Source: an optimization exercise on an open RTL-to-GDS flow (aim: small area). Production flows keep margins and buffers that such runs may drop.
Only simulation tests tie the RTL to the original design; equivalence was not proved.
Power figures rest on the tool's default switching activity, not on a simulated workload.

### flow/config.mk
export PLATFORM = sky130hd
export DESIGN_NAME = instruction_decode_stage
export DESIGN_NICKNAME = instruction_decode_stage
export VERILOG_FILES = /design/flow/design.v
export SDC_FILE = /design/flow/constraint.sdc
export NUM_CORES = 4
export LEC_CHECK = 0
export CAP_MARGIN = 10
export CORE_MARGIN = 2
export CORE_UTILIZATION = 40
export CTS_CLUSTER_DIAMETER = 70
export CTS_CLUSTER_SIZE = 24
export SLEW_MARGIN = 10
export SYNTH_HIERARCHICAL = 1
export SYNTH_MINIMUM_KEEP_SIZE = 0
### flow/constraint.sdc
create_clock -name core_clock -period 5.0 [get_ports {i_clk}]
set_input_delay 1.0000 -clock core_clock [delete_from_list [all_inputs] [get_ports {i_clk}]]
set_output_delay 1.0000 -clock core_clock [all_outputs]
set_load 0.01 [all_outputs]
### flow/design.v
package instruction_decode_stage_pkg;
  localparam int DEF_NB_CTRL_WB  = 2;
  localparam int DEF_NB_CTRL_MEM = 3;
  localparam int DEF_NB_CTRL_EX  = 7;
  localparam int WB_REGWRITE  = 1;
  localparam int WB_MEMTOREG  = 0;
  localparam int MEM_BRANCH   = 2;
  localparam int MEM_MEMREAD  = 1;
  localparam int MEM_MEMWRITE = 0;
  localparam int EX_REGDST    = 6;
  localparam int EX_ALUSRC    = 5;
  localparam int EX_JUMP      = 4;
  localparam logic [5:0] OP_ANDI = 6'h0C;
  localparam logic [5:0] OP_ORI  = 6'h0D;
  localparam logic [5:0] OP_XORI = 6'h0E;
  localparam logic [5:0] OP_LUI  = 6'h0F;
  localparam logic [1:0] EXT_SIGN  = 2'd0;
  localparam logic [1:0] EXT_ZERO  = 2'd1;
  localparam logic [1:0] EXT_UPPER = 2'd2;
  function automatic logic [1:0] ext_kind(input logic [5:0] op);
    case (op)
      OP_ANDI, OP_ORI, OP_XORI: ext_kind = EXT_ZERO;
      OP_LUI:                   ext_kind = EXT_UPPER;
      default:                  ext_kind = EXT_SIGN;
    endcase
  endfunction
endpackage
module reg_file_bypass #(
  parameter int LEN                  = 32,
  parameter int CANTIDAD_REGISTROS   = 32,
  parameter int NB_ADDRESS_REGISTROS = $clog2(CANTIDAD_REGISTROS)
) (
  input  logic                            i_clk,
  input  logic                            i_rst,
  input  logic                            i_we,
  input  logic [NB_ADDRESS_REGISTROS-1:0] i_waddr,
  input  logic [LEN-1:0]                  i_wdata,
  input  logic                            i_rd_en,
  input  logic [NB_ADDRESS_REGISTROS-1:0] i_raddr1,
  input  logic [NB_ADDRESS_REGISTROS-1:0] i_raddr2,
  output logic [LEN-1:0]                  o_rdata1,
  output logic [LEN-1:0]                  o_rdata2
);
  localparam int NT = CANTIDAD_REGISTROS;           
  localparam int NG = (NT + 2) / 3;                 
  logic [LEN-1:0]                regs [1:CANTIDAD_REGISTROS-1];
  logic [LEN-1:0]                regs_d [1:CANTIDAD_REGISTROS-1];
  logic [CANTIDAD_REGISTROS-1:1] rvld;
  logic [CANTIDAD_REGISTROS-1:1] wsel, wkeep;
  logic [NT-1:0]                 sel1, sel2;
  logic [LEN-1:0]                term [NT];
  logic                          wr_en, byp1, byp2;
  assign wr_en = i_we && (i_waddr != '0);
  assign byp1 = i_rd_en && wr_en && (i_waddr == i_raddr1);
  assign byp2 = i_rd_en && wr_en && (i_waddr == i_raddr2);
  assign sel1[0] = byp1;
  assign sel2[0] = byp2;
  assign term[0] = i_wdata;
  for (genvar r = 1; r < CANTIDAD_REGISTROS; r++) begin : g_reg
    assign wsel[r]  = wr_en && (i_waddr == NB_ADDRESS_REGISTROS'(r));
    assign wkeep[r] = !wsel[r];
    for (genvar b = 0; b < LEN; b++) begin : g_bit
      rf_ao22 u_hold (
        .a1(wsel[r]), .a2(i_wdata[b]), .b1(wkeep[r]), .b2(regs[r][b]), .y(regs_d[r][b])
      );
    end
    always_ff @(posedge i_clk) begin
      regs[r] <= regs_d[r];
    end
    always_ff @(posedge i_clk or posedge i_rst) begin
      if (i_rst)        rvld[r] <= 1'b0;
      else if (wsel[r]) rvld[r] <= 1'b1;
    end
    assign sel1[r] = i_rd_en && !byp1 && rvld[r] && (i_raddr1 == NB_ADDRESS_REGISTROS'(r));
    assign sel2[r] = i_rd_en && !byp2 && rvld[r] && (i_raddr2 == NB_ADDRESS_REGISTROS'(r));
    assign term[r] = regs[r];
  end
  for (genvar b = 0; b < LEN; b++) begin : g_rd
    logic [NG-1:0] n1, n2;
    for (genvar g = 0; g < NG; g++) begin : g_grp
      if (3 * g + 2 < NT) begin : g_3
        rf_aoi222 u_p1 (
          .a1(sel1[3*g]),   .a2(term[3*g][b]),
          .b1(sel1[3*g+1]), .b2(term[3*g+1][b]),
          .c1(sel1[3*g+2]), .c2(term[3*g+2][b]), .y(n1[g])
        );
        rf_aoi222 u_p2 (
          .a1(sel2[3*g]),   .a2(term[3*g][b]),
          .b1(sel2[3*g+1]), .b2(term[3*g+1][b]),
          .c1(sel2[3*g+2]), .c2(term[3*g+2][b]), .y(n2[g])
        );
      end else begin : g_2
        rf_aoi22 u_p1 (
          .a1(sel1[3*g]),   .a2(term[3*g][b]),
          .b1(sel1[3*g+1]), .b2(term[3*g+1][b]), .y(n1[g])
        );
        rf_aoi22 u_p2 (
          .a1(sel2[3*g]),   .a2(term[3*g][b]),
          .b1(sel2[3*g+1]), .b2(term[3*g+1][b]), .y(n2[g])
        );
      end
    end
    assign o_rdata1[b] = !(&n1);
    assign o_rdata2[b] = !(&n2);
  end
endmodule
module rf_ao22 (
  input  logic a1, a2, b1, b2,
  output logic y
);
  assign y = (a1 & a2) | (b1 & b2);
endmodule
module rf_aoi22 (
  input  logic a1, a2, b1, b2,
  output logic y
);
  assign y = !((a1 & a2) | (b1 & b2));
endmodule
module rf_aoi222 (
  input  logic a1, a2, b1, b2, c1, c2,
  output logic y
);
  assign y = !((a1 & a2) | (b1 & b2) | (c1 & c2));
endmodule
module instruction_decode_stage #(
  parameter int LEN                  = 32,
  parameter int CANTIDAD_REGISTROS   = 32,
  parameter int NB_ADDRESS_REGISTROS = $clog2(CANTIDAD_REGISTROS),
  parameter int NB_CTRL_WB           = instruction_decode_stage_pkg::DEF_NB_CTRL_WB,
  parameter int NB_CTRL_MEM          = instruction_decode_stage_pkg::DEF_NB_CTRL_MEM,
  parameter int NB_CTRL_EX           = instruction_decode_stage_pkg::DEF_NB_CTRL_EX,
  parameter int NB_STALL_CNT         = 16
) (
  input  logic                            i_clk,
  input  logic                            i_rst,
  input  logic                            i_valid,
  input  logic [LEN-1:0]                  i_instruccion,
  input  logic [LEN-1:0]                  i_adder_pc,
  input  logic [NB_CTRL_WB-1:0]           i_ctrl_wb,
  input  logic [NB_CTRL_MEM-1:0]          i_ctrl_mem,
  input  logic [NB_CTRL_EX-1:0]           i_ctrl_ex,
  input  logic                            i_RegWrite,
  input  logic [NB_ADDRESS_REGISTROS-1:0] i_write_reg,
  input  logic [LEN-1:0]                  i_write_data,
  input  logic                            i_flush,
  output logic                            o_stall,
  output logic                            o_valid,
  output logic [LEN-1:0]                  o_adder_pc,
  output logic [LEN-1:0]                  o_dato1,
  output logic [LEN-1:0]                  o_dato2,
  output logic [LEN-1:0]                  o_sign_extend,
  output logic [NB_ADDRESS_REGISTROS-1:0] o_rs,
  output logic [NB_ADDRESS_REGISTROS-1:0] o_rt,
  output logic [NB_ADDRESS_REGISTROS-1:0] o_rd,
  output logic [NB_ADDRESS_REGISTROS-1:0] o_shamt,
  output logic [NB_CTRL_WB-1:0]           o_ctrl_wb,
  output logic [NB_CTRL_MEM-1:0]          o_ctrl_mem,
  output logic [NB_CTRL_EX-1:0]           o_ctrl_ex,
  output logic [NB_STALL_CNT-1:0]         o_stall_count
);
  logic [5:0]                      opcode;
  logic [NB_ADDRESS_REGISTROS-1:0] rs, rt;
  logic [15:0]                     imm;
  logic [LEN-1:0]           rdata1, rdata2;
  logic                            hazard, stall, bubble;
  logic                            vld_p1;
  logic [LEN-1:0]                  pc_p1;
  logic [LEN-1:0]           dato1_p1, dato2_p1, sext_p1;
  logic [NB_ADDRESS_REGISTROS-1:0] rs_p1, rt_p1, rd_p1, shamt_p1;
  logic [NB_CTRL_WB-1:0]           wb_p1;
  logic [NB_CTRL_MEM-1:0]          mem_p1;
  logic [NB_CTRL_EX-1:0]           ex_p1;
  logic [NB_STALL_CNT-1:0]         stall_cnt;
  function automatic logic [NB_STALL_CNT-1:0] sat_inc(input logic [NB_STALL_CNT-1:0] v);
    sat_inc = (&v) ? v : v + NB_STALL_CNT'(1);
  endfunction
  assign opcode  = i_instruccion[31:26];
  assign rs      = NB_ADDRESS_REGISTROS'(i_instruccion[25:21]);
  assign rt      = NB_ADDRESS_REGISTROS'(i_instruccion[20:16]);
  assign imm     = i_instruccion[15:0];
  reg_file_bypass #(
    .LEN                 (LEN),
    .CANTIDAD_REGISTROS  (CANTIDAD_REGISTROS),
    .NB_ADDRESS_REGISTROS(NB_ADDRESS_REGISTROS)
  ) u_reg_file (
    .i_clk   (i_clk),
    .i_rst   (i_rst),
    .i_we    (i_RegWrite),
    .i_waddr (i_write_reg),
    .i_wdata (i_write_data),
    .i_rd_en (!bubble),
    .i_raddr1(rs),
    .i_raddr2(rt),
    .o_rdata1(rdata1),
    .o_rdata2(rdata2)
  );
  assign hazard = vld_p1 && mem_p1[instruction_decode_stage_pkg::MEM_MEMREAD] && (rt_p1 != '0) && i_valid &&
                  ((rt_p1 == rs) || (rt_p1 == rt));
  assign stall  = hazard && !i_flush;
  assign bubble = i_flush || stall || !i_valid;
  logic [15:0] imm_p1;
  logic        upper_p1, hi_fill_p1;
  logic [1:0]  kind;
  assign kind = instruction_decode_stage_pkg::ext_kind(opcode);
  always_ff @(posedge i_clk or posedge i_rst) begin
    if (i_rst) begin
      vld_p1     <= 1'b0;
      stall_cnt  <= '0;
      pc_p1      <= '0;
      dato1_p1   <= '0;
      dato2_p1   <= '0;
      imm_p1     <= '0;
      upper_p1   <= 1'b0;
      hi_fill_p1 <= 1'b0;
      rs_p1      <= '0;
      rt_p1      <= '0;
      wb_p1      <= '0;
      mem_p1     <= '0;
      ex_p1      <= '0;
    end else begin
      if (stall) stall_cnt <= sat_inc(stall_cnt);
      dato1_p1 <= rdata1;
      dato2_p1 <= rdata2;
      upper_p1 <= (kind == instruction_decode_stage_pkg::EXT_UPPER);
      if (bubble) begin
        vld_p1     <= 1'b0;
        pc_p1      <= '0;
        imm_p1     <= '0;
        hi_fill_p1 <= 1'b0;
        rs_p1      <= '0;
        rt_p1      <= '0;
        wb_p1      <= '0;
        mem_p1     <= '0;
        ex_p1      <= '0;
      end else begin
        vld_p1     <= 1'b1;
        pc_p1      <= i_adder_pc;
        imm_p1     <= imm;
        hi_fill_p1 <= (kind == instruction_decode_stage_pkg::EXT_SIGN) && imm[15];
        rs_p1      <= rs;
        rt_p1      <= rt;
        wb_p1      <= i_ctrl_wb;
        mem_p1     <= i_ctrl_mem;
        ex_p1      <= i_ctrl_ex;
      end
    end
  end
  assign rd_p1    = imm_p1[15:11];
  assign shamt_p1 = imm_p1[10:6];
  assign sext_p1  = upper_p1 ? {imm_p1, 16'b0} : {{(LEN-16){hi_fill_p1}}, imm_p1};
  assign o_stall       = stall;
  assign o_valid       = vld_p1;
  assign o_adder_pc    = pc_p1;
  assign o_dato1       = dato1_p1;
  assign o_dato2       = dato2_p1;
  assign o_sign_extend = sext_p1;
  assign o_rs          = rs_p1;
  assign o_rt          = rt_p1;
  assign o_rd          = rd_p1;
  assign o_shamt       = shamt_p1;
  assign o_ctrl_wb     = wb_p1;
  assign o_ctrl_mem    = mem_p1;
  assign o_ctrl_ex     = ex_p1;
  assign o_stall_count = stall_cnt;
endmodule
### flow/run.sh
#!/bin/bash
# synth_recipe.tcl (not shown) runs the flow's synth.tcl, then flattens the netlist and writes it again
# the make line also repeats each setting of config.mk as NAME=value (left out here)
make -C /OpenROAD-flow-scripts/flow DESIGN_CONFIG=/design/flow/config.mk WORK_HOME=/design/flow/orfs CLKGATE_MAP_FILE= SYNTH_SCRIPT=/design/flow/synth_recipe.tcl finish
==> impl_metrics.csv, run 1 <==
group,metric,value,unit
logic_synthesis,synth_warnings,13,
final_layout,fin_util,49.60,%
floorplan,core-area,111000,um^2
route,wire_per_inst,35.89,um
sta,period_needed,4560,ps
sta,worst_slack,439.7,ps
grt,grt_max_degree,74,
power_and_ir_drop,leakagePower,0.02207,uW
setup_path,cp_slowest_stage_delay,1030,ps
grt,overflow,0,
logic_synthesis,synthArstFlopShare,15.65,%
floorplan,die_area,114900,um^2
grt,grt_pass1_vias,40750,
floorplan,fp.dieW,339.0,um
logic_synthesis,synthCells,3673,
sta,setup_violations,0,
logic_synthesis,synth.distinct_cells,45,
logic_synthesis,yosysTopAreaCell,"dfxtp_1",
placed_design,dpl_cell_area,52570,um^2
setup_path,start_kind,"input pin",
logic_synthesis,synth-seq-cells,1176,
power_and_ir_drop,p_seq_share,57.6,%
route,num_vias,43590,
setup_path,critPathSlowestCell,"nor4b_4",
final_layout,final_cell_mix,"a22o_1, dfxtp_1, a222oi_1",
clock_network,cts_htree_levels,3,
setup_path,r2r_cells,12,
setup_path,cp_cell_sequence,"clkdlybuf4s50_1, xor2_1, buf_4, nor3_2, a22oi_4, o311a_4, inv_1, nor2_1, nand3_1, nor4b_4, buf_4, a222oi_1, nand4_1, nor2_1, nand4_1",
final_layout,fillers,9888,
logic_synthesis,yosys.area_share.adder,0.02787,%
clock_network,post_cts.repair.setup_buffers,0,
worst_hold_path,holdPathEnd,"u_reg_file.regs[19][7]",
worst_hold_path,hp-start,"u_reg_file.regs[19][7]",
power_and_ir_drop,intPower,15570,uW
final_layout,drive_above_1_share,12.63,%
power_and_ir_drop,p_per_area,394.0,nW/um^2
setup_path,critical_path_required,5590,ps
power_and_ir_drop,swShare,28.22,%
job,cap_violations,0,
placed_design,gp_congestion,0.9603,
grt,antenna_found_initial,5,
power_and_ir_drop,combPwrFrac,11.0,%
clock_network,root_buffer,"clkbuf_16",
clock_network,numCtsBuffers,72,
sta,hold_viol_final,0,
final_layout,syn_to_final_growth,22.59,%
setup_path,cp_max_fo,14,
clock_network,cts_tree,"done",
sta,max_slew_margin,5.876,%
sta,rsz0062_at_grt,"no",
worst_hold_path,min_path_type,"reg -> reg",
power_and_ir_drop,peakVddDrop,0.0002429,V
clock_network,cts_sinks,1176,
worst_hold_path,worstHoldPathCells,1,
clock_network,clk_pin_slew,90,ps
logic_synthesis,netlist_area,44900,um^2
logic_synthesis,dominantRegCellSynth,"dfxtp_1",
route,antenna_left,0,
logic_synthesis,synth_top_family_by_area,"compound AO/OA/AOI/OAI gates",
power_and_ir_drop,power_frac_clock,31.4,%
route,routed_wl,208.4,mm
setup_path,rrSetupSlack,600,ps
power_and_ir_drop,p_sw,6121,uW
grt,grt_usage,34.34,%
sta,fin_worst_skew,49.09,ps
floorplan,io_pins,296,
logic_synthesis,synth.mux.area_fraction,0.08360,%
sta,worstMarginPinSlew,1409,ps
placed_design,dp_cells,5677,
clock_network,clkLatencyLatePin,700,ps
logic_synthesis,ys_top_cells_by_area,"dfxtp_1, a22o_1, a222oi_1, dfrtp_1, nand4_1",
route,drc,0,
final_layout,final_cells,5806,
final_layout,fin_nets,4382,
setup_path,cp-end-kind,"register",
outcome,status,"no timing/DRC/antenna violations",
floorplan,dieHeight,339.0,um
setup_path,worstReg2RegStart,"rt_p1[1]",
logic_synthesis,synth-compound-area-share,35.65,%
logic_synthesis,ys_seq_area_share,54.48,%
sta,clock.fmax,219.3,MHz
route,drt_pass1_iterations,14,
setup_path,r2r-end,"dato2_p1[10]",
logic_synthesis,synth-edff-count,0,
logic_synthesis,synth_top_area_share,44.23,%
route,avgViaCountPerCell,7.508,
floorplan,row_count,122,
final_layout,postLayoutCellArea,55040,um^2
route,drt-initial-drc-count,12070,
logic_synthesis,synthXorXnorAreaFrac,0.6437,%
power_and_ir_drop,power,21690,uW
logic_synthesis,synth-simple-area-share,8.257,%
floorplan,initial_core_util,40.46,%
clock_network,ctsHoldBuffers,0,
sta,slew_violations,0,
sta,fin_crit_sh,91.21,%
placed_design,dp_hpwl,130.7,mm
logic_synthesis,syn_area_per_cell,12.22,um^2
placed_design,dp_slack,-97.60,ps
clock_network,clock_path_buffers,3,
placed_design,port-buffer-count,295,
clock_network,cts_resized,0,
setup_path,path_class,"in -> reg",
logic_synthesis,synth_nets,3792,
grt,grt_pass1_wl,295.6,mm
setup_path,arrival,5150,ps
## stage by stage
| step | hold slack (ps) | TNS (ps) |
|---|---|---|
| 2_1_floorplan | 448.3 | 0 |
| 3_3_place_gp | 472.1 | -42.73 |
| 3_5_place_dp | 475.4 | -111.2 |
| 4_1_cts | 503.0 | 0 |
| 5_1_grt | 515.2 | 0 |
| 6_report | 503.4 | 0 |
## synthesized netlist by cell type (11+ instances only)
| master | n |
|---|---|
| buf_2 | 11 |
| nor2_1 | 96 |
| nand2_1 | 116 |
| nor2b_1 | 23 |
| nand4_1 | 205 |
| and2_1 | 76 |
| nand3_1 | 22 |
| a222oi_1 | 640 |
| dfrtp_1 | 184 |
| a22oi_2 | 64 |
| xor2_1 | 27 |
| inv_1 | 35 |
| nand2b_1 | 40 |
| a22o_1 | 992 |
| clkbuf_1 | 19 |
| dfxtp_1 | 992 |
| buf_4 | 11 |
| nor4_1 | 21 |
| nor3_1 | 44 |
## modules after synthesis (local to each module, per instance), excerpt
module,copies in the design,cell area [um^2]
instruction_decode_stage,1,5305
rf_aoi222,640,10.01
rf_ao22,992,8.758
rf_aoi22,64,12.51
## registers in the layout, summed over array words and instances, names as in the netlist
register and count:
u_reg_file.rvld 31, upper_p1 1, rt_p1 5, ex_p1 7
rs_p1 5, u_reg_file.regs 992, dato1_p1 32, mem_p1 3
pc_p1 32, wb_p1 2, imm_p1 16, stall_cnt 16
vld_p1 1, dato2_p1 32, hi_fill_p1 1
## worst max-delay path, delay by kind of cell
family,cells,cell delay (ps)
AND/OR/NAND/NOR,7,2010
AO/OA/AOI/OAI,3,610
XOR/XNOR,1,310
buffers and inverters,4,1200
## logic make-up (layout without fill, tap and decap cells)
logic type | after synthesis | in the layout
AO/OA/AOI/OAI | 1703 | 1703
AND/OR/NAND/NOR | 676 | 676
XOR/XNOR | 33 | 33
other | 0 | 2
flip-flops | 1176 | 1176
buffers and inverters | 81 | 724
adder cells (fa/ha/maj) | 1 | 1
multiplexers | 3 | 3
## metal layers
metal,GRT usage (%),share of wire (%),vias up
met5,0.6250,0.082,-
met4,13.74,4.1,12
met3,11.49,15,712
met2,51.26,42,3931
met1,45.50,39,21380
li1,-,-,17550
## power groups by stage
stage	Clock [uW]	Sequential, uW	Combinational (uW)
6_report	6810	12500	2380
5_1_grt	7190	12600	2520
4_1_cts	6840	12400	2320
3_5_place_dp	0	12600	2320
3_3_place_gp	0	12600	2230
2_1_floorplan	0	12200	1480
## cell type report
type,instances,area [um^2],area share (%)
sequential,1176,24460,44.44
tap,1488,1862,3.382
inverter,35,135.1,0.2455
clock inverter,38,505.5,0.9183
antenna,2,5.005,0.009093
multi-input combinational,2416,20630,37.48
clock buffer,89,1959,3.560
timing repair buffer,562,5483,9.961
## worst max path at each step
stage | startpoint | end | slack (ps) | depth (start not counted)
4_1_cts | i_instruccion[16] | dato2_p1[10] | 630 | 15
3_5_place_dp | i_instruccion[16] | dato2_p1[10] | -100 | 15
6_report | i_instruccion[16] | dato2_p1[10] | 440 | 15
2_1_floorplan | i_instruccion[22] | dato1_p1[0] | 40 | 10
5_1_grt | i_instruccion[16] | dato2_p1[29] | 480 | 15
3_3_place_gp | i_instruccion[16] | dato2_p1[10] | -40 | 15
==> run 2: changes to the inputs <==
--- a/flow/design.v
+++ b/flow/design.v
@@ -35,28 +35,21 @@
   input  logic                            i_we,
   input  logic [NB_ADDRESS_REGISTROS-1:0] i_waddr,
   input  logic [LEN-1:0]                  i_wdata,
-  input  logic                            i_rd_en,
   input  logic [NB_ADDRESS_REGISTROS-1:0] i_raddr1,
   input  logic [NB_ADDRESS_REGISTROS-1:0] i_raddr2,
   output logic [LEN-1:0]                  o_rdata1,
   output logic [LEN-1:0]                  o_rdata2
 );
-  localparam int NT = CANTIDAD_REGISTROS;           
-  localparam int NG = (NT + 2) / 3;                 
-  logic [LEN-1:0]                regs [1:CANTIDAD_REGISTROS-1];
-  logic [LEN-1:0]                regs_d [1:CANTIDAD_REGISTROS-1];
-  logic [CANTIDAD_REGISTROS-1:1] rvld;
-  logic [CANTIDAD_REGISTROS-1:1] wsel, wkeep;
-  logic [NT-1:0]                 sel1, sel2;
-  logic [LEN-1:0]                term [NT];
-  logic                          wr_en, byp1, byp2;
+  localparam int NR = CANTIDAD_REGISTROS - 1;       
+  localparam int NG = NR / 3;                       
+  logic [LEN-1:0] regs   [1:CANTIDAD_REGISTROS-1];
+  logic [LEN-1:0] regs_d [1:CANTIDAD_REGISTROS-1];
+  logic [NR:1]    rvld;
+  logic [NR:1]    wsel, wkeep;
+  logic [NR:1]    sel1, sel2;
+  logic           wr_en;
   assign wr_en = i_we && (i_waddr != '0);
-  assign byp1 = i_rd_en && wr_en && (i_waddr == i_raddr1);
-  assign byp2 = i_rd_en && wr_en && (i_waddr == i_raddr2);
-  assign sel1[0] = byp1;
-  assign sel2[0] = byp2;
-  assign term[0] = i_wdata;
-  for (genvar r = 1; r < CANTIDAD_REGISTROS; r++) begin : g_reg
+  for (genvar r = 1; r <= NR; r++) begin : g_reg
     assign wsel[r]  = wr_en && (i_waddr == NB_ADDRESS_REGISTROS'(r));
     assign wkeep[r] = !wsel[r];
     for (genvar b = 0; b < LEN; b++) begin : g_bit
@@ -71,50 +64,47 @@
       if (i_rst)        rvld[r] <= 1'b0;
       else if (wsel[r]) rvld[r] <= 1'b1;
     end
-    assign sel1[r] = i_rd_en && !byp1 && rvld[r] && (i_raddr1 == NB_ADDRESS_REGISTROS'(r));
-    assign sel2[r] = i_rd_en && !byp2 && rvld[r] && (i_raddr2 == NB_ADDRESS_REGISTROS'(r));
-    assign term[r] = regs[r];
+    assign sel1[r] = rvld[r] && (i_raddr1 == NB_ADDRESS_REGISTROS'(r));
+    assign sel2[r] = rvld[r] && (i_raddr2 == NB_ADDRESS_REGISTROS'(r));
   end
   for (genvar b = 0; b < LEN; b++) begin : g_rd
-    logic [NG-1:0] n1, n2;
-    for (genvar g = 0; g < NG; g++) begin : g_grp
-      if (3 * g + 2 < NT) begin : g_3
-        rf_aoi222 u_p1 (
-          .a1(sel1[3*g]),   .a2(term[3*g][b]),
-          .b1(sel1[3*g+1]), .b2(term[3*g+1][b]),
-          .c1(sel1[3*g+2]), .c2(term[3*g+2][b]), .y(n1[g])
-        );
-        rf_aoi222 u_p2 (
-          .a1(sel2[3*g]),   .a2(term[3*g][b]),
-          .b1(sel2[3*g+1]), .b2(term[3*g+1][b]),
-          .c1(sel2[3*g+2]), .c2(term[3*g+2][b]), .y(n2[g])
-        );
-      end else begin : g_2
-        rf_aoi22 u_p1 (
-          .a1(sel1[3*g]),   .a2(term[3*g][b]),
-          .b1(sel1[3*g+1]), .b2(term[3*g+1][b]), .y(n1[g])
-        );
-        rf_aoi22 u_p2 (
-          .a1(sel2[3*g]),   .a2(term[3*g][b]),
-          .b1(sel2[3*g+1]), .b2(term[3*g+1][b]), .y(n2[g])
-        );
-      end
-    end
-    assign o_rdata1[b] = !(&n1);
-    assign o_rdata2[b] = !(&n2);
-  end
+    logic [NR:1] col;
+    for (genvar r = 1; r <= NR; r++) begin : g_col
+      assign col[r] = regs[r][b];
+    end
+    rf_read_bit #(.NR(NR)) u_p1 (.sel(sel1), .d(col), .y(o_rdata1[b]));
+    rf_read_bit #(.NR(NR)) u_p2 (.sel(sel2), .d(col), .y(o_rdata2[b]));
+  end
+endmodule
+module rf_read_bit #(
+  parameter int NR = 31
+) (
+  input  logic [NR:1] sel,
+  input  logic [NR:1] d,
+  output logic        y
+);
+  localparam int NG = NR / 3;
+  localparam int NL = NR - 3 * NG;                  
+  logic [NG+(NL>0)-1:0] n;                          
+  for (genvar g = 0; g < NG; g++) begin : g_grp
+    rf_aoi222 u_aoi (
+      .a1(sel[3*g+1]), .a2(d[3*g+1]),
+      .b1(sel[3*g+2]), .b2(d[3*g+2]),
+      .c1(sel[3*g+3]), .c2(d[3*g+3]), .y(n[g])
+    );
+  end
+  if (NL == 1) begin : g_l1
+    assign n[NG] = !(sel[NR] & d[NR]);
+  end else if (NL == 2) begin : g_l2
+    assign n[NG] = !((sel[NR-1] & d[NR-1]) | (sel[NR] & d[NR]));
+  end
+  assign y = !(&n);
 endmodule
 module rf_ao22 (
   input  logic a1, a2, b1, b2,
   output logic y
 );
   assign y = (a1 & a2) | (b1 & b2);
-endmodule
-module rf_aoi22 (
-  input  logic a1, a2, b1, b2,
-  output logic y
-);
-  assign y = !((a1 & a2) | (b1 & b2));
 endmodule
 module rf_aoi222 (
   input  logic a1, a2, b1, b2, c1, c2,
@@ -165,7 +155,7 @@
   logic                            hazard, stall, bubble;
   logic                            vld_p1;
   logic [LEN-1:0]                  pc_p1;
-  logic [LEN-1:0]           dato1_p1, dato2_p1, sext_p1;
+  logic [LEN-1:0]           sext_p1;
   logic [NB_ADDRESS_REGISTROS-1:0] rs_p1, rt_p1, rd_p1, shamt_p1;
   logic [NB_CTRL_WB-1:0]           wb_p1;
   logic [NB_CTRL_MEM-1:0]          mem_p1;
@@ -188,9 +178,8 @@
     .i_we    (i_RegWrite),
     .i_waddr (i_write_reg),
     .i_wdata (i_write_data),
-    .i_rd_en (!bubble),
-    .i_raddr1(rs),
-    .i_raddr2(rt),
+    .i_raddr1(rs_p1),
+    .i_raddr2(rt_p1),
     .o_rdata1(rdata1),
     .o_rdata2(rdata2)
   );
@@ -207,8 +196,6 @@
       vld_p1     <= 1'b0;
       stall_cnt  <= '0;
       pc_p1      <= '0;
-      dato1_p1   <= '0;
-      dato2_p1   <= '0;
       imm_p1     <= '0;
       upper_p1   <= 1'b0;
       hi_fill_p1 <= 1'b0;
@@ -219,8 +206,6 @@
       ex_p1      <= '0;
     end else begin
       if (stall) stall_cnt <= sat_inc(stall_cnt);
-      dato1_p1 <= rdata1;
-      dato2_p1 <= rdata2;
       upper_p1 <= (kind == instruction_decode_stage_pkg::EXT_UPPER);
       if (bubble) begin
         vld_p1     <= 1'b0;
@@ -251,8 +236,8 @@
   assign o_stall       = stall;
   assign o_valid       = vld_p1;
   assign o_adder_pc    = pc_p1;
-  assign o_dato1       = dato1_p1;
-  assign o_dato2       = dato2_p1;
+  assign o_dato1       = rdata1;
+  assign o_dato2       = rdata2;
   assign o_sign_extend = sext_p1;
   assign o_rs          = rs_p1;
   assign o_rt          = rt_p1;
--- a/flow/config.mk
+++ b/flow/config.mk
@@ -10,6 +10,7 @@
 export CORE_UTILIZATION = 40
 export CTS_CLUSTER_DIAMETER = 70
 export CTS_CLUSTER_SIZE = 24
+export SETUP_SLACK_MARGIN = 0.3
 export SLEW_MARGIN = 10
 export SYNTH_HIERARCHICAL = 1
 export SYNTH_MINIMUM_KEEP_SIZE = 0
==> run 2 against run 1 <==
Against the previous run: sequential share of layout area down 0.10 points; critical endpoint is now o_dato2[2]; still clean; fmax down 6.7%; largest power group unchanged; first-iteration DRC count up 0.31%; clock power down 6.9%; die area down 5.2%; flip-flop and latch count down 64; sequential power down 4%; clock skew down 11 ps.
==> impl_metrics.csv, run 2 <==
group,metric,value,unit
job,cap_violations,0,
sta,slew_violations,0,
final_layout,final_cells,5416,
sta,fin_worst_skew,38.27,ps
clock_network,clkLatencyLatePin,680,ps
grt,grt_pass1_wl,283.1,mm
logic_synthesis,yosysTopAreaCell,"dfxtp_1",
route,antenna_left,0,
clock_network,numCtsBuffers,67,
clock_network,root_buffer,"clkbuf_16",
route,wire_per_inst,38.37,um
floorplan,io_pins,296,
grt,grt_max_degree,64,
logic_synthesis,synth-edff-count,0,
logic_synthesis,synthArstFlopShare,10.79,%
placed_design,dp_hpwl,114.2,mm
floorplan,dieHeight,330.1,um
setup_path,arrival,3890,ps
floorplan,die_area,109000,um^2
power_and_ir_drop,p_seq_share,57.6,%
logic_synthesis,synth-simple-area-share,7.121,%
grt,grt_pass1_vias,38730,
final_layout,drive_above_1_share,11.47,%
logic_synthesis,synth.mux.area_fraction,0.03530,%
setup_path,path_buf_inv,1,
logic_synthesis,synth-seq-cells,1112,
sta,period_needed,4889,ps
sta,tns,0,ps
power_and_ir_drop,p_per_area,403.1,nW/um^2
sta,max_slew_margin,13.27,%
outcome,status,"no timing/DRC/antenna violations",
route,drc,0,
logic_synthesis,synth-compound-area-share,37.93,%
setup_path,critPathTopFamily,"simple AND/OR/NAND/NOR gates",
placed_design,gp_congestion,0.9425,
route,drt-initial-drc-count,12100,
floorplan,core-area,105400,um^2
clock_network,clock_path_buffers,3,
setup_path,rrSetupSlack,2230,ps
power_and_ir_drop,p_sw,5916,uW
final_layout,registers.top_by_ff_count,"u_reg_file.regs",
logic_synthesis,ys_top_cells_by_area,"dfxtp_1, a22o_1, a222oi_1, dfrtp_1, nand4_1",
power_and_ir_drop,leakagePower,0.02134,uW
final_layout,final_cell_mix,"a22o_1, dfxtp_1, a222oi_1",
logic_synthesis,ys_top_cells_by_count,"a22o_1, dfxtp_1, a222oi_1, nand2_1, nand4_1",
setup_path,start_kind,"register",
floorplan,row_count,119,
power_and_ir_drop,power_frac_clock,30.5,%
clock_network,ctsHoldBuffers,0,
logic_synthesis,synth_top_family_by_area,"compound AO/OA/AOI/OAI gates",
setup_path,worstReg2RegStart,"rt_p1[1]",
power_and_ir_drop,swShare,28.45,%
logic_synthesis,synth_warnings,11,
logic_synthesis,netlist_area,42540,um^2
power_and_ir_drop,peakVddDrop,0.0002543,V
logic_synthesis,synthXorXnorAreaFrac,0.4942,%
placed_design,dp_cells,5248,
logic_synthesis,synth_top_area_share,46.69,%
logic_synthesis,synth.distinct_cells,50,
logic_synthesis,synth_nets,3581,
route,drt_pass1_iterations,28,
sta,clock.fmax,204.6,MHz
clock_network,cts_htree_levels,3,
logic_synthesis,dominantRegCellSynth,"dfxtp_1",
final_layout,largest_reg_flops,992,
sta,rsz0062_at_grt,"yes",
setup_path,cp_cell_sequence,"and3b_2, and3_4, a222oi_1, nand4_1, a2111o_1, clkdlybuf4s50_1",
grt,overflow,0,
final_layout,syn_to_final_growth,21.28,%
sta,hold_viol_final,0,
worst_hold_path,min_path_type,"reg -> reg",
setup_path,critical_path_required,4000,ps
clock_network,cts_sinks,1112,
grt,antenna_found_initial,12,
logic_synthesis,syn_area_per_cell,12.29,um^2
setup_path,path_class,"reg -> out",
route,routed_wl,207.8,mm
floorplan,initial_core_util,40.35,%
power_and_ir_drop,combPwrFrac,11.9,%
clock_network,clk_pin_slew,90,ps
sta,setup_violations,0,
sta,worstMarginPinSlew,1296,ps
final_layout,fin_nets,4094,
logic_synthesis,ys_seq_area_share,53.75,%
route,num_vias,42040,
route,avgViaCountPerCell,7.762,
logic_synthesis,yosys.area_share.adder,0.02942,%
setup_path,cp_slowest_stage_delay,550,ps
setup_path,cp-end-kind,"output port",
setup_path,cp_max_fo,32,
floorplan,fp.dieW,330.1,um
placed_design,port-buffer-count,295,
grt,grt_usage,35.28,%
clock_network,cts_tree,"done",
logic_synthesis,synthCells,3462,
setup_path,critPathSlowestCell,"a2111o_1",
worst_hold_path,hp-start,"u_reg_file.rvld[31]",
power_and_ir_drop,intPower,14880,uW
setup_path,cp-startpoint,"rt_p1[1]",
final_layout,top_regs,"u_reg_file.regs x992, pc_p1 x32, u_reg_file.rvld x31",
sta,fin_crit_sh,97.77,%
run 2: per-module statistics from Yosys, one instance, submodules excluded, excerpt:
module	cells	cell area, um^2
rf_ao22	1	8.758
instruction_decode_stage	317	3651
rf_aoi222	1	10.01
run 2: through the flow:
step	total power (uW)	hold WS, ps	util, %	area, um^2	worst slack, ps
floorplan	13150	433.0	-	42540	339.9
global placement	14260	454.0	46.06	48550	567.7
detailed placement	14330	457.8	46.06	48550	518.1
CTS	20580	482.6	48.60	51240	301.1
global route	21420	515.5	48.92	51570	93.63
finish	20790	494.0	48.94	51590	111.4
run 2: timing repair:
item,4_1_cts,5_1_grt
endpoints found under the setup margin,64,60
gates cloned,5,11
pin swaps,41,59
buffers inserted,17,16
gates resized for setup,86,29
run 2: power groups by stage:
stage | logic (uW) | clock network [uW] | registers [uW]
finish | 2470 | 6340 | 12000
global route | 2620 | 6680 | 12100
CTS | 2390 | 6370 | 11800
detailed placement | 2370 | 0 | 12000
global placement | 2300 | 0 | 12000
floorplan | 1540 | 0 | 11600
run 2: final timing paths:
| check | to | depth (start not counted) |
|---|---|---|
| hold / removal | u_reg_file.rvld[31] | 1 |
| min in group asynchronous | u_reg_file.rvld[2] | 3 |
| setup / recovery | o_dato2[2] | 6 |
| setup reg to reg | imm_p1[2] | 6 |
| hold reg to reg | u_reg_file.rvld[31] | 1 |
| max in group asynchronous | pc_p1[2] | 3 |
run 2: kinds of logic after synthesis:
logic type | Yosys count
compound gates | 1736
xor+xnor | 24
fa+ha+maj | 1
buf+inv | 52
flops | 1112
mux | 1
simple gates | 536
run 2: area by class of cell:
| type | count | area (um^2) |
|---|---|---|
| sequential | 1112 | 22870 |
| fill | 9433 | 53830 |
| clock inverter | 34 | 427.9 |
| clock buffer | 79 | 1826 |
| multi-input combinational | 2314 | 20230 |
| tap | 1391 | 1740 |
| antenna | 6 | 15.01 |
| inverter | 4 | 17.52 |
| timing repair buffer | 476 | 4459 |
run 2: layer usage:
layer  vias to the layer above  wire length, um  global-route usage, %
met4                        14            13340                  19.00
met5                         -              212                 0.2174
met1                     20400            77700                  47.50
met2                      4145            82240                  48.90
met3                       722            34340                  12.79
li1                      16760                -                      -
==> run 3: changes to the inputs <==
==> flow/flow/run.sh (new file) <==
#!/bin/bash
# The standard layout, with the port buffers that ORFS inserts at global
# placement made from the smallest buffer (sky130_fd_sc_hd__buf_1) instead of
# the default choice. Every input and output port still gets its own buffer.
set -euo pipefail
bash standard.sh "BUFFER_PORTS_ARGS=-buffer_cell sky130_fd_sc_hd__buf_1" finish > make_finish.log 2>&1
==> flow/standard.sh (new file) <==
#!/bin/bash
# synth_recipe.tcl (not shown) runs the flow's synth.tcl, then flattens the netlist and writes it again
# the make line also repeats each setting of config.mk as NAME=value (left out here)
make -C /OpenROAD-flow-scripts/flow DESIGN_CONFIG=/design/flow/config.mk WORK_HOME=/design/flow/orfs CLKGATE_MAP_FILE= SYNTH_SCRIPT=/design/flow/synth_recipe.tcl "${@:-finish}"
--- a/flow/config.mk
+++ b/flow/config.mk
@@ -10,7 +10,7 @@
 export CORE_UTILIZATION = 40
 export CTS_CLUSTER_DIAMETER = 70
 export CTS_CLUSTER_SIZE = 24
-export SETUP_SLACK_MARGIN = 0.3
+export SETUP_SLACK_MARGIN = 0.45
 export SLEW_MARGIN = 10
 export SYNTH_HIERARCHICAL = 1
 export SYNTH_MINIMUM_KEEP_SIZE = 0
removed: flow/run.sh
==> run 3 against run 2 <==
Against the previous run: die area unchanged; sequential power about the same; fmax up 5.0%; cell count down 0.41%; worst setup slack better by 230 ps; hold slack worse by 13 ps; sequential share of layout area up 1.8 points; flip-flop and latch count unchanged; core utilization down 1.9 points; first-iteration DRC count down 13%.
==> impl_metrics.csv, run 3 <==
group,metric,value,unit
clock_network,clkLatencyLatePin,660,ps
clock_network,root_buffer,"clkbuf_16",
logic_synthesis,dominantRegCellSynth,"dfxtp_1",
logic_synthesis,ys_top_cells_by_area,"dfxtp_1, a22o_1, a222oi_1, dfrtp_1, nand4_1",
logic_synthesis,synth_nets,3581,
grt,grt_usage,35.37,%
sta,fin_worst_skew,14.84,ps
logic_synthesis,ys_seq_area_share,53.75,%
sta,period_needed,4657,ps
route,routed_wl,203.4,mm
clock_network,clock_path_buffers,3,
power_and_ir_drop,power,20590,uW
final_layout,final_cell_mix,"a22o_1, dfxtp_1, a222oi_1",
final_layout,largest_reg_flops,992,
sta,tns,0,ps
setup_path,critical_path_required,4000,ps
sta,fin_crit_sh,93.13,%
route,num_vias,41710,
logic_synthesis,synthCells,3462,
logic_synthesis,yosysTopAreaCell,"dfxtp_1",
sta,setup_violations,0,
grt,antenna_found_initial,8,
sta,slew_violations,0,
final_layout,fillers,9615,
placed_design,dp_hpwl,118.7,mm
floorplan,row_count,119,
final_layout,top_regs,"u_reg_file.regs x992, pc_p1 x32, u_reg_file.rvld x31",
clock_network,cts_htree_levels,3,
grt,overflow,0,
job,cap_violations,0,
route,drt_pass1_iterations,29,
floorplan,initial_core_util,40.35,%
logic_synthesis,synth_warnings,11,
final_layout,syn_to_final_growth,16.56,%
sta,worstMarginPinSlew,1278,ps
floorplan,core-area,105400,um^2
logic_synthesis,syn_area_per_cell,12.29,um^2
final_layout,drive_above_1_share,10.38,%
outcome,status,"no timing/DRC/antenna violations",
logic_synthesis,synth.distinct_cells,50,
route,wire_per_inst,37.72,um
setup_path,cp-end-kind,"output port",
sta,hold_viol_final,0,
placed_design,gp_congestion,0.9519,
route,antenna_left,0,
power_and_ir_drop,leakagePower,0.02039,uW
route,avgViaCountPerCell,7.733,
logic_synthesis,synth_top_area_share,46.69,%
setup_path,path_class,"reg -> out",
logic_synthesis,netlist_area,42540,um^2
worst_hold_path,min_path_type,"reg -> reg",
final_layout,registers.top_by_ff_count,"u_reg_file.regs",
logic_synthesis,synth-seq-cells,1112,
clock_network,cts_tree,"done",
clock_network,numCtsBuffers,68,
logic_synthesis,synth-compound-area-share,37.93,%
logic_synthesis,yosys.area_share.adder,0.02942,%
sta,max_slew_margin,14.47,%
floorplan,fp.dieW,330.1,um
sta,rsz0062_at_grt,"yes",
logic_synthesis,synth-edff-count,0,
logic_synthesis,synth_top_family_by_area,"compound AO/OA/AOI/OAI gates",
logic_synthesis,synthXorXnorAreaFrac,0.4942,%
route,drc,0,
logic_synthesis,synthArstFlopShare,10.79,%
floorplan,io_pins,296,
floorplan,die_area,109000,um^2
floorplan,dieHeight,330.1,um
placed_design,port-buffer-count,295,
setup_path,cp_max_fo,18,
logic_synthesis,synth.mux.area_fraction,0.03530,%
setup_path,arrival,3660,ps
grt,grt_pass1_vias,38390,
sta,clock.fmax,214.7,MHz
logic_synthesis,synth-simple-area-share,7.121,%
grt,grt_max_degree,62,
clock_network,cts_sinks,1112,
power_and_ir_drop,peakVddDrop,0.0002754,V
setup_path,start_kind,"register",
grt,grt_pass1_wl,282.4,mm
clock_network,clk_pin_slew,90,ps
logic_synthesis,ys_top_cells_by_count,"a22o_1, dfxtp_1, a222oi_1, nand2_1, nand4_1",
route,drt-initial-drc-count,10470,
final_layout,fin_nets,4075,
power_and_ir_drop,p_per_area,415.2,nW/um^2
-- run 3: per-stage QoR --
step           util, %  hold WS [ps]  std cells  worst slack [ps]  instance area, um^2
6_report         47.03         481.3       5394             343.3                49580
5_1_grt          47.02         499.3       5390             412.6                49570
4_1_cts          46.88         479.9       5377             422.0                49420
3_5_place_dp     44.58         452.7       5265             943.0                47000
3_3_place_gp     44.58         453.5       5265             971.3                47000
2_1_floorplan        -         433.0       3462              1227                42550
-- run 3: cell families after synthesis --
logic type	count (synthesis)
XOR/XNOR	24
AO/OA/AOI/OAI	1736
flip-flops	1112
AND/OR/NAND/NOR	536
multiplexers	1
buffers and inverters	52
adder cells (fa/ha/maj)	1
-- run 3: final timing paths --
check	startpoint	to	slack [ps]	depth (start not counted)
max	rt_p1[1]	o_dato2[18]	340	7
min	u_reg_file.rvld[29]	u_reg_file.rvld[29]	480	1
max reg2reg	rt_p1[1]	imm_p1[7]	2160	6
min reg2reg	u_reg_file.rvld[29]	u_reg_file.rvld[29]	480	1
max in group asynchronous	i_rst	pc_p1[19]	3620	3
min in group asynchronous	i_rst	u_reg_file.rvld[4]	490	3
-- run 3: worst max-delay path: stages, from the launching register on --
cell	delay (ps)
dfrtp_2	490
nor3b_2	670
and3_2	670
buf_12	270
a222oi_1	90
nand2_1	250
a2111o_1	330
buf_1	190
-- run 3: per-module statistics from Yosys (local to each module, per instance), a selection --
| module | flip-flops and latches | cells | area, um^2 |
|---|---|---|---|
| instruction_decode_stage | 89 | 317 | 3651 |
| rf_aoi222 | 0 | 1 | 10.01 |
| rf_ao22 | 0 | 1 | 8.758 |
-- run 3: cell type report --
cell class              instances  area (um^2)  area share [%]
repair buffers                470         2676           5.398
flip-flops and latches       1112        22870           46.13
clock buffers                  79         1911           3.853
multi-input cells            2300        19940           40.22
well taps                    1391         1740           3.510
inverters                       4        17.52         0.03533
clock inverters                33        409.1          0.8252
diodes                          5        12.51         0.02524
-- run 3: per-layer routing --
metal | up-vias | wire length, um | track usage (%) | part of all wire, %
li1 | 16720 | - | - | -
met2 | 3916 | 82990 | 50.74 | 41
met1 | 20330 | 76220 | 46.68 | 37
met4 | 6 | 12630 | 18.90 | 6.2
met3 | 743 | 31380 | 12.07 | 15
met5 | - | 219 | 0.8261 | 0.11
-- run 3: power by group --
group / total [uW] / internal [uW] / switching, uW
logic: 2300 / 1250 / 1050
registers: 11900 / 10500 / 1380
clock network: 6390 / 2970 / 3420
-- run 3: timing repair --
item	CTS	global route
pin swaps	5	15
hold buffers	0	0
gates cloned	0	2
buffers inserted	0	10
setup endpoints to repair	61	61
resized for setup	30	23
==> run 4: changes to the inputs <==
--- a/flow/config.mk
+++ b/flow/config.mk
@@ -7,7 +7,7 @@
 export LEC_CHECK = 0
 export CAP_MARGIN = 10
 export CORE_MARGIN = 2
-export CORE_UTILIZATION = 40
+export CORE_UTILIZATION = 55
 export CTS_CLUSTER_DIAMETER = 70
 export CTS_CLUSTER_SIZE = 24
 export SETUP_SLACK_MARGIN = 0.45
==> run 4 against run 3 <==
Against the previous run: still clean on timing, DRC and antenna; clock power down 13%; hold slack lost 55 ps; combinational power rose by 2%; synthesized cell count unchanged; register-to-register slack improved by 180 ps; clock-buffer cell count decreased by 12.
==> impl_metrics.csv, run 4 <==
group,metric,value,unit
outcome,status,"no timing/DRC/antenna violations",
power_and_ir_drop,intPower,14260,uW
logic_synthesis,synth_top_area_share,46.69,%
power_and_ir_drop,peakVddDrop,0.0003476,V
grt,grt_pass1_wl,278.4,mm
floorplan,fp.dieW,282.1,um
route,antenna_left,0,
power_and_ir_drop,p_sw,5547,uW
logic_synthesis,synthArstFlopShare,10.79,%
grt,grt.met3_usage,17.27,%
placed_design,gp_congestion,0.9647,
power_and_ir_drop,swShare,28.01,%
grt,grt_max_degree,71,
logic_synthesis,ys_top_cells_by_area,"dfxtp_1, a22o_1, a222oi_1, dfrtp_1, nand4_1",
logic_synthesis,synth_warnings,11,
placed_design,dpl_cell_area,46360,um^2
final_layout,top_regs,"u_reg_file.regs x992, pc_p1 x32, u_reg_file.rvld x31",
logic_synthesis,synth-compound-area-share,37.93,%
route,routed_wl,199.6,mm
logic_synthesis,synth-edff-count,0,
clock_network,clk_pin_slew,100,ps
sta,fin_crit_sh,93.05,%
placed_design,dp_hpwl,115.8,mm
setup_path,r2r_cells,7,
floorplan,die_area,79580,um^2
floorplan,dieHeight,282.1,um
final_layout,final_cell_mix,"a22o_1, dfxtp_1, a222oi_1",
route,num_vias,43070,
clock_network,cts_sinks,1112,
grt,grt-busiest-layer,"met2",
route,avgViaCountPerCell,8.555,
sta,worstMarginPinSlew,1343,ps
power_and_ir_drop,p_seq_share,60.1,%
clock_network,ctsHoldBuffers,0,
sta,clock.fmax,214.9,MHz
sta,fin_worst_skew,15.11,ps
sta,slew_violations,0,
final_layout,drive_above_1_share,9.593,%
setup_path,start_kind,"register",
setup_path,cp-end-kind,"output port",
clock_network,numCtsBuffers,57,
final_layout,seqCellArea,22870,um^2
logic_synthesis,synthXorXnorAreaFrac,0.4942,%
setup_path,cp-startpoint,"rs_p1[2]",
logic_synthesis,yosys.area_share.adder,0.02942,%
logic_synthesis,synth.distinct_cells,50,
setup_path,cp_max_fo,32,
logic_synthesis,dominantRegCellSynth,"dfxtp_1",
grt,grt_usage,47.28,%
grt,antenna_found_initial,3,
setup_path,worstReg2RegStart,"rt_p1[3]",
grt,gr-usage-met1,59.08,%
power_and_ir_drop,p_per_area,404.5,nW/um^2
sta,rsz0062_at_grt,"yes",
route,drt_pass1_iterations,15,
job,cap_violations,0,
logic_synthesis,synth_nets,3581,
logic_synthesis,ys_top_cells_by_count,"a22o_1, dfxtp_1, a222oi_1, nand2_1, nand4_1",
logic_synthesis,syn_area_per_cell,12.29,um^2
sta,hold_viol_final,0,
floorplan,io_pins,296,
grt,grt_pass1_vias,41070,
sta,max_slew_margin,10.27,%
logic_synthesis,synth.mux.area_fraction,0.03530,%
route,wire_per_inst,39.65,um
final_layout,syn_to_final_growth,15.13,%
placed_design,port-buffer-count,295,
route,drc,0,
route,drt-initial-drc-count,12110,
clock_network,cts_tree,"done",
power_and_ir_drop,leakagePower,0.02040,uW
power_and_ir_drop,power_frac_clock,28.1,%
setup_path,arrival,3650,ps
final_layout,multi_input_area,19800,um^2
sta,tns,0,ps
sta,period_needed,4653,ps
logic_synthesis,ys_seq_area_share,53.75,%
final_layout,registers.top_by_ff_count,"u_reg_file.regs",
clock_network,cts_htree_levels,2,
logic_synthesis,yosysTopAreaCell,"dfxtp_1",
final_layout,largest_reg_flops,992,
setup_path,rrSetupSlack,2340,ps
grt,met2_usage,67.59,%
floorplan,core-area,76200,um^2
setup_path,critical_path_required,4000,ps
final_layout,fin_nets,4095,
logic_synthesis,netlist_area,42540,um^2
logic_synthesis,synthCells,3462,
final_layout,postLayoutCellArea,48970,um^2
clock_network,root_buffer,"clkbuf_16",
sta,setup_violations,0,
floorplan,row_count,101,
clock_network,clkLatencyLatePin,670,ps
final_layout,fillers,6018,
sta,worst_hold_slack,426.4,ps
floorplan,initial_core_util,55.82,%
grt,overflow,0,
placed_design,dp_slack,957.3,ps
worst_hold_path,min_path_type,"in -> async",
logic_synthesis,synth-seq-cells,1112,
clock_network,clock_path_buffers,3,
logic_synthesis,synth_top_family_by_area,"compound AO/OA/AOI/OAI gates",
power_and_ir_drop,combPwrFrac,11.9,%
logic_synthesis,synth-simple-area-share,7.121,%
setup_path,path_class,"reg -> out",
sta,worst_slack,347.3,ps
run 4: cell count changes in the layout (fill, tap and decap cells not counted), moves of 4 or more:
cell and change:
inv_6 -4, and3_2 -13, clkbuf_16 -11, diode_2 -4
nor2_2 +4, and3_1 +31, buf_8 +5, nand2_2 -10
clkinv_8 -6, nand2_1 +10, buf_6 +21, clkbuf_1 +4
and3_4 -20
run 4: kinds of logic (layout without fill, tap and decap cells):
kind of cell	after synthesis	after routing
other	0	1
adders and majority gates	1	1
and+or+nand+nor	536	536
DFF	1112	1112
muxes	1	1
buffers and inverters	52	593
xor gates and xnor gates	24	24
AOI/OAI and AO/OA	1736	1736
run 4: stage by stage:
stage | util [%] | power (uW) | instances
floorplan | - | 13150 | 3462
global placement | 60.83 | 13970 | 4917
detailed placement | 60.83 | 14180 | 4917
CTS | 63.35 | 19540 | 5007
global route | 64.26 | 20330 | 5033
finish | 64.26 | 19810 | 5034
run 4: path summary, 6_finish.rpt:
check	end
max	o_dato1[21]
min	u_reg_file.rvld[21]
max reg2reg	ex_p1[6]
min reg2reg	u_reg_file.rvld[18]
max in group asynchronous	rs_p1[4]
min in group core_clock	u_reg_file.rvld[18]
run 4: power by group through the flow:
stage	Clock, uW	Sequential (uW)	Combinational, uW
after floorplan	0	11600	1540
after global placement	0	11900	2110
after detailed placement	0	12000	2220
after CTS	5530	11800	2230
after global routing	5850	12000	2450
final	5560	11900	2350
run 4: timing repair:
item / in CTS / in global routing
endpoints found under the setup margin: 62 / 49
pin swaps: 18 / 34
cloned: 0 / 5
resized for setup: 35 / 127
buffers inserted: 4 / 19
run 4: critical path, cell delays in order (launching register included):
cell,delay (ps)
dfrtp_2,410
buf_4,140
buf_4,120
nor3b_1,90
and3_1,230
buf_12,190
a222oi_1,640
nand4_1,450
a2111o_1,510
buf_1,160
run 4: final cells by class:
cell class / count / area share, %
well taps: 1030 / 2.632
repair buffers: 503 / 6.505
flip-flops and latches: 1112 / 46.71
inverters: 4 / 0.03322
clock inverters: 19 / 0.5698
multi-input cells: 2298 / 40.43
clock buffers: 67 / 3.115
diodes: 1 / 0.005110
run 4: per-module statistics from Yosys, one instance, submodules excluded, a selection:
module	flip-flops and latches	cells inside
rf_aoi222	0	1
instruction_decode_stage	89	317
rf_ao22	0	1
run 4: per-layer routing:
layer,part of all wire [%],vias up,wire [um]
met5,0.012,-,23
met4,8.0,4,16070
met3,16,1005,32290
met2,41,4463,82360
met1,35,20870,68890
li1,-,16720,-
==> run 5: changes to the inputs <==
==> flow/flow/run.sh (replaced) <==
#!/bin/bash
set -euo pipefail
bash standard.sh \
  "BUFFER_PORTS_ARGS=-buffer_cell sky130_fd_sc_hd__buf_1" \
  "CTS_ARGS=-sink_clustering_enable -repair_clock_nets -sink_clustering_size 24 -sink_clustering_max_diameter 70 -dont_use_dummy_load" \
  finish > make_finish.log 2>&1
--- a/flow/config.mk
+++ b/flow/config.mk
@@ -7,10 +7,10 @@
 export LEC_CHECK = 0
 export CAP_MARGIN = 10
 export CORE_MARGIN = 2
-export CORE_UTILIZATION = 55
+export CORE_UTILIZATION = 60
 export CTS_CLUSTER_DIAMETER = 70
 export CTS_CLUSTER_SIZE = 24
-export SETUP_SLACK_MARGIN = 0.45
+export SETUP_SLACK_MARGIN = 0.35
 export SLEW_MARGIN = 10
 export SYNTH_HIERARCHICAL = 1
 export SYNTH_MINIMUM_KEEP_SIZE = 0
==> run 5 against run 4 <==
Against the previous run: combinational power about the same; still clean; sequential share of layout area increased by 0.95 points; highest routed layer unchanged; design area decreased by 2.0%; via count increased by 2.7%.
==> impl_metrics.csv, run 5 <==
group,metric,value,unit
logic_synthesis,ys_seq_area_share,53.75,%
setup_path,critical_path_required,4000,ps
logic_synthesis,synth_warnings,11,
sta,slew_violations,0,
placed_design,port-buffer-count,295,
logic_synthesis,synthCells,3462,
power_and_ir_drop,leakagePower,0.02010,uW
route,routed_wl,199.6,mm
final_layout,final_cell_mix,"a22o_1, dfxtp_1, a222oi_1",
floorplan,fp.dieW,270.3,um
placed_design,dp_slack,781.5,ps
placed_design,dpl_cell_area,46210,um^2
clock_network,root_buffer,"clkbuf_16",
clock_network,cts_tree,"done",
route,wire_per_inst,40.59,um
grt,overflow,0,
final_layout,syn_to_final_growth,12.81,%
sta,clock.fmax,207.6,MHz
logic_synthesis,ys_top_cells_by_area,"dfxtp_1, a22o_1, a222oi_1, dfrtp_1, nand4_1",
route,avgViaCountPerCell,8.994,
floorplan,core-area,70150,um^2
outcome,status,"no timing/DRC/antenna violations",
floorplan,row_count,97,
power_and_ir_drop,p_sw,5395,uW
worst_hold_path,min_path_type,"in -> async",
logic_synthesis,synth-seq-cells,1112,
floorplan,initial_core_util,60.64,%
final_layout,registers.top_by_ff_count,"u_reg_file.regs",
final_layout,largest_reg_flops,992,
setup_path,start_kind,"register",
power_and_ir_drop,peakVddDrop,0.0003155,V
floorplan,dieHeight,270.3,um
sta,fin_crit_sh,96.34,%
grt,gr-usage-met1,61.30,%
route,num_vias,44210,
sta,worst_slack,183.1,ps
logic_synthesis,yosysTopAreaCell,"dfxtp_1",
sta,period_needed,4817,ps
sta,max_slew_margin,9.606,%
grt,grt_pass1_vias,42190,
grt,grt.met3_usage,24.96,%
power_and_ir_drop,swShare,28.20,%
floorplan,die_area,73040,um^2
route,antenna_left,0,
sta,worstMarginPinSlew,1353,ps
final_layout,postLayoutCellArea,47990,um^2
job,cap_violations,0,
grt,antenna_found_initial,11,
sta,fin_worst_skew,19.96,ps
logic_synthesis,netlist_area,42540,um^2
setup_path,path_buf_inv,3,
setup_path,cp_max_fo,16,
clock_network,clkLatencyLatePin,660,ps
sta,tns,0,ps
clock_network,cts_sinks,1112,
logic_synthesis,synthArstFlopShare,10.79,%
placed_design,gp_congestion,0.9692,
logic_synthesis,ys_top_cells_by_count,"a22o_1, dfxtp_1, a222oi_1, nand2_1, nand4_1",
setup_path,path_class,"reg -> out",
logic_synthesis,synth_top_area_share,46.69,%
power_and_ir_drop,power,19130,uW
final_layout,drive_above_1_share,8.371,%
floorplan,io_pins,296,
route,drc,0,
sta,setup_violations,0,
logic_synthesis,dominantRegCellSynth,"dfxtp_1",
grt,grt_usage,51.09,%
logic_synthesis,synth-edff-count,0,
clock_network,cts_htree_levels,2,
logic_synthesis,synth_nets,3581,
setup_path,arrival,3820,ps
sta,rsz0062_at_grt,"yes",
route,drt-initial-drc-count,13070,
logic_synthesis,syn_area_per_cell,12.29,um^2
power_and_ir_drop,combPwrFrac,12.3,%
grt,grt-busiest-layer,"met2",
power_and_ir_drop,intPower,13740,uW
setup_path,critPathSlowestCell,"nand4_1",
setup_path,cp_slowest_stage_delay,660,ps
final_layout,top_regs,"u_reg_file.regs x992, pc_p1 x32, u_reg_file.rvld x31",
power_and_ir_drop,p_per_area,398.7,nW/um^2
grt,grt_max_degree,71,
setup_path,cp_cell_sequence,"buf_4, and3b_2, and3_4, buf_12, a222oi_1, nand4_1, a2111o_1, buf_2",
setup_path,cp-end-kind,"output port",
setup_path,critPathTopFamily,"simple AND/OR/NAND/NOR gates",
clock_network,numCtsBuffers,55,
sta,hold_viol_final,0,
grt,grt_pass1_wl,280.9,mm
clock_network,clock_path_buffers,3,
grt,met2_usage,73.03,%
clock_network,clk_pin_slew,100,ps
power_and_ir_drop,power_frac_clock,25.3,%
logic_synthesis,synth.distinct_cells,50,
clock_network,ctsHoldBuffers,0,
final_layout,fin_nets,4087,
power_and_ir_drop,p_seq_share,62.3,%
route,drt_pass1_iterations,19,
placed_design,dp_hpwl,114.5,mm
run 5: cell count changes in the layout (fill, tap and decap cells not counted), moves of 5 or more:
cell       before  now
bufinv_16       5    0
buf_6          22    6
and3_2          7   12
diode_2         1   10
buf_8           5    0
buf_4         154  185
buf_12         21    7
clkbuf_16      63   58
clkbuf_1        5    0
and3_4         16    3
and3_1         42   50
run 5: final timing paths:
path / slack, ps / endpoint / cells past startpoint / start
setup / recovery: 180 / o_dato1[31] / 8 / rs_p1[3]
hold / removal: 420 / stall_cnt[13] / 2 / i_rst
setup reg to reg: 2530 / pc_p1[2] / 6 / rt_p1[3]
hold reg to reg: 480 / u_reg_file.rvld[26] / 1 / u_reg_file.rvld[26]
max in group asynchronous: 3520 / pc_p1[2] / 3 / i_rst
min in group core_clock: 480 / u_reg_file.rvld[26] / 1 / u_reg_file.rvld[26]
run 5: routing by layer:
| metal | vias up | share of wire [%] |
|---|---|---|
| met5 | - | 0.085 |
| met4 | 14 | 7.9 |
| met3 | 1365 | 18 |
| met2 | 4915 | 41 |
| met1 | 21250 | 33 |
| li1 | 16670 | - |
run 5: repair_timing:
action | in CTS | in global routing
pin swaps | 0 | 17
endpoints found under the setup margin | 48 | 57
resized for setup | 8 | 44
hold endpoints to repair | 0 | 0
buffers inserted | 0 | 21
gates cloned | 0 | 3
run 5: logic make-up after synthesis:
kind of cell | after synthesis | share of synthesized area [%]
AOI/OAI and AO/OA | 1736 | 37.93
xor gates and xnor gates | 24 | 0.4942
adders and majority gates | 1 | 0.02941
buffers and inverters | 52 | 0.6471
DFF | 1112 | 53.75
muxes | 1 | 0.03529
and+or+nand+nor | 536 | 7.121
run 5: area by class of cell:
cell class,count,area [um^2]
Sequential cell,1112,22870
Fill cell,5312,22160
Multi-Input combinational cell,2298,19710
Timing Repair Buffer,497,2808
Clock buffer,55,1376
Tap cell,940,1176
Antenna cell,10,25.02
Inverter,4,16.27
run 5: through the flow:
| stage | utilization (%) | hold WS, ps | std cells |
|---|---|---|---|
| finish | 68.41 | 416.5 | 4916 |
| global route | 68.37 | 477.5 | 4906 |
| CTS | 67.85 | 427.0 | 4881 |
| detailed placement | 65.88 | 456.3 | 4826 |
| global placement | 65.88 | 446.3 | 4826 |
| floorplan | - | 433.0 | 3462 |
run 5: power by group through the flow:
stage | sequential, uW | clock, uW | combinational [uW]
final | 11900 | 4850 | 2360
after global routing | 12000 | 5080 | 2450
after CTS | 11800 | 4770 | 2230
after detailed placement | 12000 | 0 | 2220
after global placement | 11800 | 0 | 2110
after floorplan | 11600 | 0 | 1540
run 5: Yosys stat by module (local to each module, per instance), a selection:
| module | copies in the design | flops+latches | cell area [um^2] |
|---|---|---|---|
| rf_aoi222 | 640 | 0 | 10.01 |
| instruction_decode_stage | 1 | 89 | 3651 |
| rf_ao22 | 992 | 0 | 8.758 |
==> run 6: changes to the inputs <==
==> flow/config.mk (replaced) <==
export PLATFORM = sky130hd
export DESIGN_NAME = instruction_decode_stage
export DESIGN_NICKNAME = instruction_decode_stage
export VERILOG_FILES = /design/flow/design.v
export SDC_FILE = /design/flow/constraint.sdc
export NUM_CORES = 4
export LEC_CHECK = 0
export CAP_MARGIN = 20
export CORE_MARGIN = 2
export CORE_UTILIZATION = 55
export CTS_CLUSTER_DIAMETER = 70
export CTS_CLUSTER_SIZE = 24
export SETUP_SLACK_MARGIN = 0.4
export SLEW_MARGIN = 20
export SYNTH_HIERARCHICAL = 1
export SYNTH_MINIMUM_KEEP_SIZE = 0
==> run 6 against run 5 <==
Against the previous run: clock-buffer cell count increased by 1; core utilization fell by 4.7 points; power up 0.43%; worst setup slack better by 43 ps; via count decreased by 0.47%; routed wire length increased by 4.7%; die area rose by 9.0%; combinational power about the same; hold slack gained 86 ps; sequential power is essentially flat; clock skew increased by 23 ps; first-iteration DRC count is 1.2% lower.
==> impl_metrics.csv, run 6 <==
group,metric,value,unit
setup_path,arrival,3770,ps
route,num_vias,44010,
logic_synthesis,synth-seq-cells,1112,
grt,overflow,0,
clock_network,root_buffer,"clkbuf_16",
setup_path,critical_path_required,4000,ps
grt,grt_pass1_vias,41370,
sta,worst_slack,226.0,ps
power_and_ir_drop,swShare,28.29,%
grt,grt-busiest-layer,"met2",
placed_design,gp_congestion,1.030,
sta,clock.fmax,209.5,MHz
floorplan,core-area,76200,um^2
setup_path,cp_cell_sequence,"buf_6, and3_1, and3_2, buf_12, a222oi_1, nand4_1, a2111o_1, clkbuf_2",
sta,setup_violations,0,
placed_design,dpl_cell_area,46490,um^2
setup_path,cp_slowest_stage_delay,750,ps
setup_path,critPathSlowestCell,"nand4_1",
sta,max_slew_margin,10.19,%
final_layout,final_cell_mix,"a22o_1, dfxtp_1, a222oi_1",
route,antenna_left,0,
route,routed_wl,208.9,mm
grt,met2_usage,67.63,%
sta,fin_worst_skew,42.56,ps
floorplan,row_count,101,
power_and_ir_drop,power_frac_clock,25.6,%
placed_design,port-buffer-count,295,
outcome,status,"no timing/DRC/antenna violations",
setup_path,start_kind,"register",
sta,worstMarginPinSlew,1344,ps
final_layout,fillers,6000,
route,drt_pass1_iterations,17,
final_layout,fin_util,63.72,%
final_layout,drive_above_1_share,9.116,%
final_layout,final_cells,5031,
clock_network,clk_pin_slew,100,ps
setup_path,path_class,"reg -> out",
placed_design,dp_cells,4933,
logic_synthesis,ys_seq_area_share,53.75,%
logic_synthesis,synth.distinct_cells,50,
power_and_ir_drop,p_seq_share,62.2,%
logic_synthesis,ys_top_cells_by_count,"a22o_1, dfxtp_1, a222oi_1, nand2_1, nand4_1",
logic_synthesis,ys_top_cells_by_area,"dfxtp_1, a22o_1, a222oi_1, dfrtp_1, nand4_1",
final_layout,multi_input_area,19740,um^2
grt,grt_usage,49.34,%
floorplan,initial_core_util,55.82,%
floorplan,die_area,79580,um^2
final_layout,seqCellArea,22870,um^2
power_and_ir_drop,p_sw,5435,uW
power_and_ir_drop,p_per_area,395.7,nW/um^2
setup_path,cp-end-kind,"output port",
sta,hold_viol_final,0,
sta,period_needed,4774,ps
final_layout,registers.top_by_ff_count,"u_reg_file.regs",
job,cap_violations,0,
worst_hold_path,min_path_type,"in -> async",
clock_network,cts_htree_levels,2,
route,wire_per_inst,41.52,um
clock_network,clock_path_buffers,3,
power_and_ir_drop,leakagePower,0.02030,uW
clock_network,clkLatencyLatePin,670,ps
final_layout,syn_to_final_growth,14.15,%
power_and_ir_drop,peakVddDrop,0.0003196,V
route,avgViaCountPerCell,8.747,
clock_network,cts_tree,"done",
clock_network,cts_sinks,1112,
final_layout,largest_reg_flops,992,
route,drt-initial-drc-count,12910,
sta,tns,0,ps
logic_synthesis,synthCells,3462,
route,drc,0,
## run 6: cell counts after synthesis
No cell type changed its count.
## run 6: layout make-up
cell class,instances,share of cell area [%]
clock buffer,56,2.886
antenna,8,0.04123
timing repair buffer,523,6.628
tap,1030,2.654
sequential,1112,47.10
inverter,4,0.03350
multi-input combinational,2298,40.65
## run 6: cells by family (layout without fill, tap and decap cells)
| logic type | after synthesis | in the layout | share of synthesized area (%) |
|---|---|---|---|
| fa+ha+maj | 1 | 1 | 0.02941 |
| buf+inv | 52 | 583 | 0.6471 |
| compound gates | 1736 | 1736 | 37.93 |
| flops | 1112 | 1112 | 53.75 |
| simple gates | 536 | 536 | 7.121 |
| other cells | 0 | 8 | 0 |
| xor+xnor | 24 | 24 | 0.4942 |
| mux | 1 | 1 | 0.03529 |
## run 6: per-stage QoR
stage	power, uW	hold WS (ps)
detailed placement	14230	476.6
floorplan	13150	433.0
CTS	18910	497.1
global route	19680	513.6
finish	19220	502.2
global placement	14020	472.5
## run 6: what timing repair did
action / 4_1_cts / 5_1_grt
gates resized for setup: 11 / 78
setup endpoints to repair: 35 / 58
gates cloned: 0 / 5
pin swaps: 10 / 32
setup buffers: 0 / 26
hold buffers: 0 / 0
## run 6: modules after synthesis, one instance, submodules excluded, a selection
module / copies in the design / cells inside
instruction_decode_stage: 1 / 317
rf_ao22: 992 / 1
rf_aoi222: 640 / 1
## run 6: critical path: cells and delay by family (launching register included)
kind / cells / cell delay [ps]
buffers and inverters: 3 / 490
flip-flops: 1 / 450
AND/OR/NAND/NOR: 3 / 1210
AO/OA/AOI/OAI: 2 / 940
## run 6: worst paths after layout
path	end	cells past startpoint	start
worst min register to register	stall_cnt[13]	1	stall_cnt[13]
min in group core_clock	stall_cnt[13]	1	stall_cnt[13]
max in group asynchronous	pc_p1[29]	3	i_rst
worst max register to register	rt_p1[4]	7	rt_p1[0]
worst max-delay path	o_dato2[8]	8	rt_p1[3]
worst min-delay path	u_reg_file.rvld[29]	3	i_rst
## run 6: power groups by stage
stage	combinational, uW	clock (uW)	sequential, uW
2_1_floorplan	1540	0	11600
3_3_place_gp	2110	0	11900
3_5_place_dp	2220	0	12000
4_1_cts	2230	4850	11800
5_1_grt	2450	5160	12100
6_report	2350	4920	12000
## run 6: routing by layer
metal / up-vias / routed length (um)
li1: 16710 / -
met1: 21200 / 71190
met2: 4893 / 81950
met3: 1194 / 35900
met4: 8 / 19710
met5: - / 149

Re-timed with assumed drivers on the ports (clkbuf_16 on the clock, buf_2 on other inputs), run 6 has 0.159 ns of setup slack against 0.226 ns with ideal ports, and 0.892 ns once port delays also move by the mid clock arrival of 0.732 ns.
